Context: an optimization exercise on an open-source flow, tuned for a short achievable clock period and few clock cycles. The choices shown serve that exercise and are no tape-out recipe. At most, simulation tests tie the RTL to the original design; equivalence was not proved. Power is estimated from default activity; no workload was simulated.

==> module mem_bus_guard, before the edit <==
module mem_bus_guard #(
	parameter bit FETCH_FIRST = 1'b1
) (
	input logic clk,
	input logic rst_n,
	input logic fetch_ok,
	input logic fetch_pref,
	input logic [31:0] fetch_addr,
	output logic fetch_start,
	input logic data_ok,
	input logic data_write,
	input logic [31:0] data_addr,
	input logic [31:0] data_wdata,
	input logic [7:1] data_rd,
	output logic data_start,
	input logic [7:1] kill,
	output logic rq_valid,
	output logic rq_fetch,
	output logic rq_dead,
	output logic [7:1] rq_rd,
	output logic [31:0] rq_data,
	output logic bus_free,
	output logic psel,
	output logic penable,
	output logic pwrite,
	output logic [31:0] paddr,
	output logic [31:0] pwdata,
	input logic [31:0] prdata,
	input logic pready
);
	logic done;
	logic free;
	logic start;
	logic pick_data;
	logic halt_in;
	logic fetch_go;
	logic cur_fetch;
	logic cur_dead;
	logic [7:1] cur_rd;
	assign done = penable && pready;
	assign free = !psel || done;
	assign halt_in = done && cur_fetch && (prdata[31:28] == 4'hf);
	assign fetch_go = fetch_ok && !halt_in;
	assign pick_data = FETCH_FIRST ? (data_ok && !(fetch_go && fetch_pref)) : data_ok;
	assign start = free && (data_ok || fetch_go);
	assign data_start = free && pick_data;
	assign fetch_start = free && !pick_data && fetch_go;
	assign bus_free = free;
	always_ff @(posedge clk) begin
		if (!rst_n) begin
			psel <= 1'b0;
			penable <= 1'b0;
		end else if (start) begin
			psel <= 1'b1;
			penable <= 1'b0;
		end else if (done) begin
			psel <= 1'b0;
			penable <= 1'b0;
		end else if (psel) begin
			penable <= 1'b1;
		end
	end
	logic hold_write;
	logic [31:0] hold_addr;
	logic [31:0] hold_wdata;
	logic [31:0] next_addr;
	logic next_write;
	assign next_addr = pick_data ? data_addr : fetch_addr;
	assign next_write = pick_data && data_write;
	always_ff @(posedge clk) begin
		if (start || !psel) begin
			hold_write <= next_write;
			hold_addr <= next_addr;
			hold_wdata <= data_wdata;
		end
		pwrite <= start ? next_write : hold_write;
		paddr <= start ? next_addr : hold_addr;
		pwdata <= start ? data_wdata : hold_wdata;
	end
	always_ff @(posedge clk) begin
		if (start) begin
			cur_fetch <= !pick_data;
			cur_rd <= data_rd;
		end
	end
	always_ff @(posedge clk) begin
		if (start)
			cur_dead <= pick_data && |(kill & data_rd);
		else if (|(kill & cur_rd))
			cur_dead <= 1'b1;
	end
	always_ff @(posedge clk) begin
		if (!rst_n)
			rq_valid <= 1'b0;
		else
			rq_valid <= done && !pwrite;
		rq_fetch <= cur_fetch;
		rq_dead <= cur_dead || |(kill & cur_rd);
		rq_rd <= cur_rd;
		rq_data <= prdata;
	end
endmodule
clock: 7.0 ns
lec_check: 0
abc_clock_period_in_ps: 1500
cap_margin: 20
core_margin: 2
core_utilization: 40
setup_slack_margin: 4.6
slew_margin: 20
run.sh (not shown) runs the stock make flow with config.mk's settings and CLKGATE_MAP_FILE= SYNTH_SCRIPT=/design/flow/synth_recipe.tcl, a recipe that flattens the netlist after the stock synthesis.
Testbench counts at the start, summed over its fixed seeds: cycles 128,479.
Then changed:
--- a/flow/design.v
+++ b/flow/design.v
@@ -429,25 +429,21 @@
 	input logic pready
 );
 	logic done;
 	logic free;
 	logic start;
 	logic pick_data;
-	logic halt_in;
-	logic fetch_go;
 	logic cur_fetch;
 	logic cur_dead;
 	logic [7:1] cur_rd;
 	assign done = penable && pready;
 	assign free = !psel || done;
-	assign halt_in = done && cur_fetch && (prdata[31:28] == 4'hf);
-	assign fetch_go = fetch_ok && !halt_in;
-	assign pick_data = FETCH_FIRST ? (data_ok && !(fetch_go && fetch_pref)) : data_ok;
-	assign start = free && (data_ok || fetch_go);
+	assign pick_data = FETCH_FIRST ? (data_ok && !(fetch_ok && fetch_pref)) : data_ok;
+	assign start = free && (data_ok || fetch_ok);
 	assign data_start = free && pick_data;
-	assign fetch_start = free && !pick_data && fetch_go;
+	assign fetch_start = free && !pick_data && fetch_ok;
 	assign bus_free = free;
 	always_ff @(posedge clk) begin
 		if (!rst_n) begin
 			psel <= 1'b0;
 			penable <= 1'b0;
 		end else if (start) begin
Effect:
- hold slack gains 0.022 ns
- setup slack gains 0.042 ns
- clock skew is higher by 0.010 ns
- combinational power is higher by 5.0%
- final cell count is lower by about 0.8%
- total power is higher by about 0.4%
Testbench counts after the change, summed over its fixed seeds: cycles 128,659.

---

## the reference run
Another version of the RTL of cpu_top (not shown whole).
For scale: about 1100 flip-flops.
// cpu_top
module cpu_top #(
	parameter logic [31:0] RESET_PC = 32'h0000_0000
) (
	input logic clk,
	input logic rst_n,
	output logic halted,
	output logic psel,
	output logic penable,
	output logic pwrite,
	output logic [31:0] paddr,
	output logic [31:0] pwdata,
	input logic [31:0] prdata,
	input logic pready
);
clock: 7.0 ns
lec_check: 0
abc_clock_period_in_ps: 1500
cap_margin: 20
core_margin: 2
core_utilization: 40
setup_slack_margin: 4.6
slew_margin: 20
Inputs modified between the reference run and the trial run:
-- flow/design.v --
<<< the reference run, line 3
	parameter logic [31:0] RESET_PC = '0,
	parameter int DEPTH = 4,
	parameter int PREF = 3,
	parameter bit BYPASS = 1'b1,
>>> the trial run, line 3
	parameter logic [31:0] RESET_PC = '0,
	parameter int DEPTH = 4,
	parameter int PW = 2,
	parameter int PREF = 3,
	parameter bit BYPASS = 1'b1,
<<< the reference run, line 26
	logic [CAP-1:0] cred;
	logic stop;
	logic [DEPTH-1:0] vld;
	logic [IW-1:0] bw [DEPTH];
	logic shift;
>>> the trial run, line 27
	logic [CAP-1:0] cred;
	logic stop;
	logic [PW:0] cnt;
	logic [IW-1:0] bw [DEPTH];
	logic shift;
<<< the reference run, line 73
		rd_any = ir_valid ? reads(ir) : 7'd0;
		for (int i = 0; i < DEPTH; i++)
			if (vld[i])
				rd_any = rd_any | reads(bw[i]);
	end
>>> the trial run, line 74
		rd_any = ir_valid ? reads(ir) : 7'd0;
		for (int i = 0; i < DEPTH; i++)
			if (cnt > (PW+1)'(i))
				rd_any = rd_any | reads(bw[i]);
	end
<<< the reference run, line 80
	assign fetch_ok = cred[0] && !stop;
	assign fetch_pref = cred[PREF-1];
	assign from_buf = vld[0];
	assign cand_valid = from_buf || (BYPASS && fw_valid);
	assign cand = (!BYPASS || from_buf) ? bw[0] : fw_pd;
>>> the trial run, line 81
	assign fetch_ok = cred[0] && !stop;
	assign fetch_pref = cred[PREF-1];
	assign from_buf = (cnt != '0);
	assign cand_valid = from_buf || (BYPASS && fw_valid);
	assign cand = (!BYPASS || from_buf) ? bw[0] : fw_pd;
<<< the reference run, line 89
			cred <= '1;
			stop <= 1'b0;
			vld <= '0;
			ir_valid <= 1'b0;
		end else begin
>>> the trial run, line 90
			cred <= '1;
			stop <= 1'b0;
			cnt <= '0;
			ir_valid <= 1'b0;
		end else begin
<<< the reference run, line 101
				stop <= 1'b1;
			if (shift && !fw_valid)
				vld <= {1'b0, vld[DEPTH-1:1]};
			else if (fw_valid && !take)
				vld <= {vld[DEPTH-2:0], 1'b1};
			if (take)
				ir_valid <= cand_valid;
>>> the trial run, line 102
				stop <= 1'b1;
			if (shift && !fw_valid)
				cnt <= cnt - 1'b1;
			else if (fw_valid && !take)
				cnt <= cnt + 1'b1;
			if (take)
				ir_valid <= cand_valid;
<<< the reference run, line 112
		for (int i = 0; i < DEPTH; i++) begin
			if (shift) begin
				if (fw_valid && vld[i] && (i == DEPTH - 1 || !vld[(i < DEPTH - 1) ? i + 1 : i]))
					bw[i] <= fw_pd;
				else if (i < DEPTH - 1)
					bw[i] <= bw[(i < DEPTH - 1) ? i + 1 : i];
			end else if (fw_valid && !vld[i] && (i == 0 || vld[(i > 0) ? i - 1 : i])) begin
				bw[i] <= fw_pd;
			end
>>> the trial run, line 113
		for (int i = 0; i < DEPTH; i++) begin
			if (shift) begin
				if (fw_valid && cnt == (PW+1)'(i + 1))
					bw[i] <= fw_pd;
				else if (i < DEPTH - 1)
					bw[i] <= bw[(i < DEPTH - 1) ? i + 1 : i];
			end else if (fw_valid && cnt == (PW+1)'(i)) begin
				bw[i] <= fw_pd;
			end
<<< the reference run, line 175
	logic [7:1] ex_rd_oh;
	logic ex_wr, ex_ld, ex_st, ex_halt;
	logic [31:0] g16;
	logic [31:16] p16;
	logic [31:0] carry;
	logic [31:0] res;
	logic wb_valid;
	logic [31:0] wb_g, wb_p, wb_g16;
	logic [31:16] wb_p16;
	logic wb_cin;
	logic wb_sel_and, wb_sel_or, wb_sel_xor;
	logic [31:0] wb_wd;
>>> the trial run, line 176
	logic [7:1] ex_rd_oh;
	logic ex_wr, ex_ld, ex_st, ex_halt;
	logic [31:0] carry;
	logic [31:0] res;
	logic wb_valid;
	logic [31:0] wb_g, wb_p, wb_c;
	logic wb_sel_and, wb_sel_or, wb_sel_xor;
	logic [31:0] wb_wd;
<<< the reference run, line 263
		pp = ex_p;
		gg[0] = ex_g[0] | (ex_p[0] & ex_cin);
		for (int sp = 1; sp < 16; sp = sp * 2) begin
			gn = gg;
			pn = pp;
>>> the trial run, line 260
		pp = ex_p;
		gg[0] = ex_g[0] | (ex_p[0] & ex_cin);
		for (int sp = 1; sp < 32; sp = sp * 2) begin
			gn = gg;
			pn = pp;
<<< the reference run, line 273
			pp = pn;
		end
		g16 = gg;
		p16 = pp[31:16];
	end
	always_ff @(posedge clk) begin
		wb_g <= ex_g;
		wb_p <= ex_p;
		wb_g16 <= g16;
		wb_p16 <= p16;
		wb_cin <= ex_cin;
		wb_sel_and <= ex_sel_and;
		wb_sel_or <= ex_sel_or;
>>> the trial run, line 270
			pp = pn;
		end
		carry = {gg[30:0], ex_cin};
	end
	always_ff @(posedge clk) begin
		wb_g <= ex_g;
		wb_p <= ex_p;
		wb_c <= carry;
		wb_sel_and <= ex_sel_and;
		wb_sel_or <= ex_sel_or;
<<< the reference run, line 295
	end
	always_comb begin
		logic [31:0] g32;
		g32 = wb_g16;
		for (int i = 16; i < 32; i++)
			g32[i] = wb_g16[i] | (wb_p16[i] & wb_g16[i - 16]);
		carry = {g32[30:0], wb_cin};
	end
	always_comb begin
		if (wb_sel_and) res = wb_g;
		else if (wb_sel_or) res = wb_g | wb_p;
		else if (wb_sel_xor) res = wb_p;
		else res = wb_p ^ carry;
	end
	assign wb_data = res;
>>> the trial run, line 289
	end
	always_comb begin
		if (wb_sel_and) res = wb_g;
		else if (wb_sel_or) res = wb_g | wb_p;
		else if (wb_sel_xor) res = wb_p;
		else res = wb_p ^ wb_c;
	end
	assign wb_data = res;
Results
- The trial run | stages: all done | timing, DRC, antenna: all pass
- In the reports for the reference run and the trial run, the larger area of the multi-input gates belongs to the trial run.
- Between the trial run and the reference run, the number of routed nets with antenna violations does not differ in any meaningful way.
- Re well tap count: the reference run was higher than the trial run.
- In the trial run the number of standard cells in the layout, taps in and fillers out turned out 54 lower than in the reference run.
- Compared with the reference run, the trial run shows power per cell area higher by 59%.
- Of the reference run and the trial run, the reference run shows the lower final antenna diode count, with the trial run above it.
- Compared with the reference run, in the trial run cell count after synthesis decreased 0.80%, sum of routed wire segments on met1 decreased by 590 µm relative to the old numbers.
- The trial run vs. the reference run: fraction of area in registers lower; storage element area lower; post-synthesis cell area lower; count of filler cells inserted in the layout lower; cell-internal power higher.
- The trial run vs the reference run — post-route clock period utilization dropped 0.68 points.
Testbench counts of the trial run, summed over its fixed seeds: cycles 128,659.
Function not checked in the reference run: the RTL went through the layout flow alone.

separate check: timing with driven ports:
Ports are ideal in the flow. The routed layouts listed here were re-timed in OpenROAD. Step 1 sets driving cells, clkbuf_16 on the clock port and buf_2 on the other inputs (assumed; they add their load-dependent delay and slew). Step 2 adds t to the input delays and takes it off the output delays; t is the mean of the earliest and latest rising clock arrival at the registers after step 1. Input paths then give back, and output paths get back, about the clock's delay inside the block. a / b / c = ideal ports / drivers / drivers and shift; a / b = the first two.
| run | t (ns) | slack for setup (ns) | latest minus earliest clock arrival (ns) | slew at the worst register clock pin (ns) | cell pins on the clock port's net |
|---|---|---|---|---|---|
| the first run of note 1 | 0.772 | 4.385 / 4.312 / 3.768 | 0.051 / 0.052 | 0.07 / 0.07 | 1 |
| the second run of note 1 | 0.778 | 4.427 / 4.355 / 3.929 | 0.056 / 0.057 | 0.06 / 0.06 | 1 |
| the reference run | 0.772 | 4.206 / 4.206 / 3.943 | 0.033 / 0.034 | 0.07 / 0.07 | 1 |
| the trial run | 0.774 | 4.254 / 4.254 / 3.951 | 0.032 / 0.033 | 0.07 / 0.07 | 1 |
After both steps setup and hold are still met in every run listed. For the first run of note 1, which loses most, drivers alone change the setup slack by -0.073 ns; drivers and shift together by -0.617 ns.
